Background: an optimization exercise with open tools, aiming at small area. Do not read the settings as production practice.
RTL that was checked went through simulation tests only; none was proved equivalent to the original.
Power and IR drop assume default switching activity.

Setup of P:
## branch_chkpt_ctrl
module branch_chkpt_ctrl #(
    parameter int NUM_CHKPT = branch_chkpt_ctrl_pkg::NUM_CHKPT,
    parameter int TAG_W     = branch_chkpt_ctrl_pkg::CHKPT_TAG_W
) (
    input  logic                                        clk_i,
    input  logic                                        rst_i,
    input  logic                                        chkpt_we_i,
    input  logic [branch_chkpt_ctrl_pkg::MAP_W-1:0]     chkpt_rat_map_i,
    input  logic [branch_chkpt_ctrl_pkg::PREG_W-1:0]    chkpt_fl_head_i,
    input  logic [branch_chkpt_ctrl_pkg::COUNT_W-1:0]   chkpt_fl_free_count_i,
    output logic [TAG_W-1:0]                            chkpt_tag_o,
    output logic                                        chkpt_avail_o,
    input  logic                                        commit_free_valid_i,
    input  logic [branch_chkpt_ctrl_pkg::PREG_W-1:0]    fl_live_tail_i,
    input  logic                                        resolve_valid_i,
    input  logic [TAG_W-1:0]                            resolve_tag_i,
    input  logic                                        resolve_mispredict_i,
    output logic                                        rat_recover_o,
  ...
Size: ~2300 cells after synthesis, about 840 flip-flops, roughly 440 I/O pins, roughly 32000 um^2 of cells after synthesis.
==> flow/config.mk <==
export PLATFORM = sky130hd
export DESIGN_NAME = branch_chkpt_ctrl
export DESIGN_NICKNAME = branch_chkpt_ctrl
export VERILOG_FILES = /design/flow/design.v
export SDC_FILE = /design/flow/constraint.sdc
export NUM_CORES = 4
export LEC_CHECK = 0
export ABC_AREA = 1
export CAP_MARGIN = 20
export CORE_MARGIN = 2
export CORE_UTILIZATION = 40
export CTS_BUF_LIST = sky130_fd_sc_hd__clkbuf_8
export CTS_CLUSTER_DIAMETER = 50
export CTS_CLUSTER_SIZE = 24
export SLEW_MARGIN = 20
==> flow/constraint.sdc <==
create_clock -name core_clock -period 5.5 [get_ports {clk_i}]
set_input_delay 1.1000 -clock core_clock [delete_from_list [all_inputs] [get_ports {clk_i}]]
set_output_delay 1.1000 -clock core_clock [all_outputs]
set_load 0.01 [all_outputs]
run.sh (not shown) runs the stock make flow with config.mk's settings and CLKGATE_MAP_FILE= SYNTH_SCRIPT=/design/flow/synth_recipe.tcl, a recipe that flattens the netlist after the stock synthesis.
Here is what was changed in the inputs of Q compared with P.
==> flow/flow/run.sh (new file) <==
#!/bin/bash
# Own layout flow: the standard synthesis, then a re-mapping of the snapshot datapath's
# combinational logic (registers untouched), then the standard layout steps with the ports
# buffered by the smallest buffer.
set -euo pipefail
W=$(pwd)
R=$W/orfs/results/${FLOW_PLATFORM}/branch_chkpt_ctrl/base
bash standard.sh synth > $W/flow_synth.log 2>&1
cp $R/1_2_yosys.v $W/1_2_yosys.standard.v
rm -f $R/1_synth.odb $R/1_synth.sdc
export BUFFER_PORTS_ARGS="-buffer_cell sky130_fd_sc_hd__buf_1"
bash standard.sh finish > $W/flow_finish.log 2>&1
==> flow/standard.sh (new file) <==
#!/bin/bash
# synth_recipe.tcl (not shown) runs the flow's synth.tcl, then flattens the netlist and writes it again
# the make line also repeats each setting of config.mk as NAME=value (left out here)
make -C /OpenROAD-flow-scripts/flow DESIGN_CONFIG=/design/flow/config.mk WORK_HOME=/design/flow/orfs CLKGATE_MAP_FILE= SYNTH_SCRIPT=/design/flow/synth_recipe.tcl "${@:-finish}"
-- flow/config.mk --
<<< P, line 10
export CORE_MARGIN = 2
export CORE_UTILIZATION = 40
export CTS_BUF_LIST = sky130_fd_sc_hd__clkbuf_8
export CTS_CLUSTER_DIAMETER = 50
export CTS_CLUSTER_SIZE = 24
export SLEW_MARGIN = 20
>>> Q, line 10
export CORE_MARGIN = 2
export CORE_UTILIZATION = 40
export SLEW_MARGIN = 20
removed: flow/run.sh
[summary]
Clock buffer count from CTS went up slightly going from P to Q.
| achievable frequency | Q vs P | better |
Diff P -> Q: number of antenna violations at the first check in global routing rose by 1; final area decreased by 1800 um^2 relative to the old numbers; total wire length after detailed routing decreased by about 1.1% relative to the old numbers; area growth from synthesis to layout lost 5.8 points.
diff inputs: Q => R
==> flow/run.sh (new file) <==
#!/bin/bash
# synth_recipe.tcl (not shown) runs the flow's synth.tcl, then flattens the netlist and writes it again
# the make line also repeats each setting of config.mk as NAME=value (left out here)
make -C /OpenROAD-flow-scripts/flow DESIGN_CONFIG=/design/flow/config.mk WORK_HOME=/design/flow/orfs CLKGATE_MAP_FILE= SYNTH_SCRIPT=/design/flow/synth_recipe.tcl finish
removed: flow/flow/run.sh
removed: flow/standard.sh
--- outcome ---
When R is set beside Q, its layout clock buffer count turns out to be 5 smaller.
For the count of inserted antenna diode cells, R came in 1 lower than Q did.
R vs Q, total routed wirelength went up by 2.1%.
Die height: R vs Q — no meaningful difference
Re area growth from synthesis to final layout: Q and R aren't equal, and the higher value belongs to R.


Another version of the RTL of branch_chkpt_ctrl (not shown whole).
Size in the first run: roughly 2400 cells after synthesis.
clock: 5.5 ns
lec_check: 0
abc_area: 1
cap_margin: 20
core_margin: 2
core_utilization: 36
slew_margin: 20
standard.sh (not shown) runs the stock make flow with config.mk's settings and CLKGATE_MAP_FILE= SYNTH_SCRIPT=/design/flow/synth_recipe.tcl, a recipe that flattens the netlist after the stock synthesis.
==> flow/flow/run.sh <==
#!/bin/bash
# Own layout flow: the standard synthesis, then a re-mapping of the datapath's
# combinational logic (registers untouched, see remap.py), then the standard layout steps
# with the ports buffered by the smallest buffer and a clock tree of small buffers without
# dummy loads.
set -euo pipefail
W=$(pwd)
R=$W/orfs/results/${FLOW_PLATFORM}/branch_chkpt_ctrl/base
bash standard.sh synth > $W/flow_synth.log 2>&1
cp $R/1_2_yosys.v $W/1_2_yosys.standard.v
python3 $W/flow/remap.py $R/1_2_yosys.v > $W/flow_remap.log 2>&1
rm -f $R/1_synth.odb $R/1_synth.sdc
export BUFFER_PORTS_ARGS="-buffer_cell sky130_fd_sc_hd__buf_1"
export CTS_ARGS="-sink_clustering_enable -repair_clock_nets -dont_use_dummy_load -sink_clustering_size 16 -sink_clustering_max_diameter 80 -buf_list {sky130_fd_sc_hd__clkbuf_8}"
bash standard.sh finish > $W/flow_finish.log 2>&1
Other scripts of this flow, unchanged in this note and not shown: flow/flow/remap.py
The baseline completed with no timing, DRC or antenna violations.
Then changed:
--- a/flow/flow/run.sh
+++ b/flow/flow/run.sh
@@ -14 +14 @@
-export CTS_ARGS="-sink_clustering_enable -repair_clock_nets -dont_use_dummy_load -sink_clustering_size 16 -sink_clustering_max_diameter 80 -buf_list {sky130_fd_sc_hd__clkbuf_8}"
+export CTS_ARGS="-sink_clustering_enable -repair_clock_nets -dont_use_dummy_load -sink_clustering_size 18 -sink_clustering_max_diameter 70 -buf_list {sky130_fd_sc_hd__clkbuf_8}"
Settings changed: CORE_UTILIZATION 36 to 30.
Combinational power decreases by a few percent. Worst setup slack improved by 92 ps. Utilization decreases by 7.0 points.


Another version of the RTL of branch_chkpt_ctrl (not shown whole).
Size in the first run: about 2400 cells after synthesis, about 0.028 mm2 of cells after synthesis.
Settings: LEC_CHECK=0, ABC_AREA=1, CAP_MARGIN=20, CORE_MARGIN=2, CORE_UTILIZATION=30, SLEW_MARGIN=20; clock period 5.5 ns.
==> flow/flow/run.sh <==
#!/bin/bash
# Own layout flow: the standard synthesis, then a re-mapping of the datapath's
# combinational logic (registers untouched, see remap.py) and a re-synthesis of the remaining
# control logic (ctlopt.py, checked equivalent by SAT), then the standard layout steps
# with the ports buffered by the smallest buffer and a clock tree of small buffers without
# dummy loads.
set -euo pipefail
W=$(pwd)
R=$W/orfs/results/${FLOW_PLATFORM}/branch_chkpt_ctrl/base
bash standard.sh synth > $W/flow_synth.log 2>&1
cp $R/1_2_yosys.v $W/1_2_yosys.standard.v
python3 $W/flow/remap.py $R/1_2_yosys.v > $W/flow_remap.log 2>&1
python3 $W/flow/ctlopt.py $R/1_2_yosys.v $W/ctlopt > $W/flow_ctlopt.log 2>&1
rm -f $R/1_synth.odb $R/1_synth.sdc
export BUFFER_PORTS_ARGS="-buffer_cell sky130_fd_sc_hd__buf_1"
export CTS_ARGS="-sink_clustering_enable -repair_clock_nets -dont_use_dummy_load -sink_clustering_size 16 -sink_clustering_max_diameter 80 -buf_list {sky130_fd_sc_hd__clkbuf_8}"
bash standard.sh finish > $W/flow_finish.log 2>&1
Other scripts of this flow, unchanged in this note and not shown: flow/flow/ctlopt.py, flow/flow/remap.py
The first run completed with no timing, DRC or antenna violations.
Rerun with:
--- a/flow/config.mk
+++ b/flow/config.mk
@@ -11,0 +12 @@
+export PLACE_DENSITY = 0.75
Combinational power barely changes.
Wire length goes down by a few percent.
Area after synthesis stays the same.
Via count rose by a few percent.
No run of this note included a check of the RTL's function; only the layout flow was run.


branch_chkpt_ctrl with an RTL version that a note above also has.
Size in the first run: ~2400 cells after synthesis, roughly 0.029 sq mm of cells after synthesis.
clock: 5.5 ns
lec_check: 0
abc_area: 1
cap_margin: 20
core_margin: 2
core_utilization: 30
slew_margin: 20
==> flow/flow/run.sh <==
#!/bin/bash
# Own layout flow: the standard synthesis, then a re-mapping of the datapath's
# combinational logic (registers untouched, see remap.py), then the standard layout steps
# with the ports buffered by the smallest buffer and a clock tree of small buffers without
# dummy loads.
set -euo pipefail
W=$(pwd)
R=$W/orfs/results/${FLOW_PLATFORM}/branch_chkpt_ctrl/base
bash standard.sh synth > $W/flow_synth.log 2>&1
cp $R/1_2_yosys.v $W/1_2_yosys.standard.v
python3 $W/flow/remap.py $R/1_2_yosys.v > $W/flow_remap.log 2>&1
rm -f $R/1_synth.odb $R/1_synth.sdc
export BUFFER_PORTS_ARGS="-buffer_cell sky130_fd_sc_hd__buf_1"
export CTS_ARGS="-sink_clustering_enable -repair_clock_nets -dont_use_dummy_load -sink_clustering_size 16 -sink_clustering_max_diameter 80 -buf_list {sky130_fd_sc_hd__clkbuf_4 sky130_fd_sc_hd__clkbuf_8}"
bash standard.sh finish > $W/flow_finish.log 2>&1
Other scripts of this flow, unchanged in this note and not shown: flow/flow/remap.py
The first run finished with timing, DRC and antenna clean.
==> next run, changes <==
--- a/flow/flow/run.sh
+++ b/flow/flow/run.sh
@@ -13,3 +13,3 @@
 export BUFFER_PORTS_ARGS="-buffer_cell sky130_fd_sc_hd__buf_1"
-export CTS_ARGS="-sink_clustering_enable -repair_clock_nets -dont_use_dummy_load -sink_clustering_size 16 -sink_clustering_max_diameter 80 -buf_list {sky130_fd_sc_hd__clkbuf_4 sky130_fd_sc_hd__clkbuf_8}"
+export CTS_ARGS="-sink_clustering_enable -repair_clock_nets -dont_use_dummy_load -sink_clustering_size 16 -sink_clustering_max_diameter 80 -buf_list {sky130_fd_sc_hd__clkbuf_8}"
 bash standard.sh finish > $W/flow_finish.log 2>&1
Settings changed: PLACE_DENSITY set to 0.75.
Effect: Clock power barely changes; core utilization hardly moves; critical path depth stays the same.
==> next run, changes <==
Settings changed: PLACE_DENSITY 0.75 to unset.
Core utilization stays flat.
Die area does not change.
Wire length climbs by about 1.8%.
==> next run, changes <==
Settings changed: GPL_TIMING_DRIVEN set to 0, PLACE_DENSITY set to 0.75.
The new run completed without violations.
Wire length grows by 1.8%.
Sequential share of layout area drops by 1.4 points.
Non-clock buffer count grows by 21.
Clock skew went up by 28 ps.

-- static timing again, ports no longer ideal --
Ports are ideal in the flow. The routed layouts listed here were re-timed in OpenROAD.
Step 1: set_driving_cell puts a clkbuf_16 on clk_i and a buf_2 on each other input, an assumption about the parent block.
Step 2, shift: input delay + t, output delay - t, t = (earliest + latest rising clock arrival at the registers) / 2. This alone moves slack from input paths to output paths.
Three values: no drivers, after step 1, after step 2; two values: the first two.
run	t, ns	slack for setup (ns)	latest minus earliest clock arrival (ns)	slew at the worst register clock pin (ns)
P	0.748	1.097 / 1.036 / 1.277	0.058 / 0.059	0.11 / 0.11
Q	0.690	1.414 / 1.352 / 1.826	0.037 / 0.037	0.06 / 0.06
R	0.686	1.177 / 1.117 / 1.270	0.035 / 0.036	0.06 / 0.06
the first run of note 2	0.743	0.199 / 0.136 / 0.325	0.067 / 0.066	0.11 / 0.11
the second run of note 2	0.762	0.291 / 0.230 / 0.392	0.079 / 0.079	0.12 / 0.12
the first run of note 3	0.772	0.238 / 0.181 / 0.442	0.057 / 0.057	0.11 / 0.11
the second run of note 3	0.759	0.240 / 0.184 / 0.360	0.059 / 0.060	0.11 / 0.11
the first run of note 4	0.768	0.314 / 0.253 / 0.394	0.074 / 0.074	0.11 / 0.11
the second run of note 4	0.766	0.178 / 0.122 / 0.298	0.059 / 0.059	0.10 / 0.10
the third run of note 4	0.768	0.314 / 0.253 / 0.394	0.074 / 0.074	0.11 / 0.11
the fourth run of note 4	0.710	0.193 / 0.139 / 0.411	0.093 / 0.094	0.11 / 0.11
After both steps setup and hold are still met in every run listed.
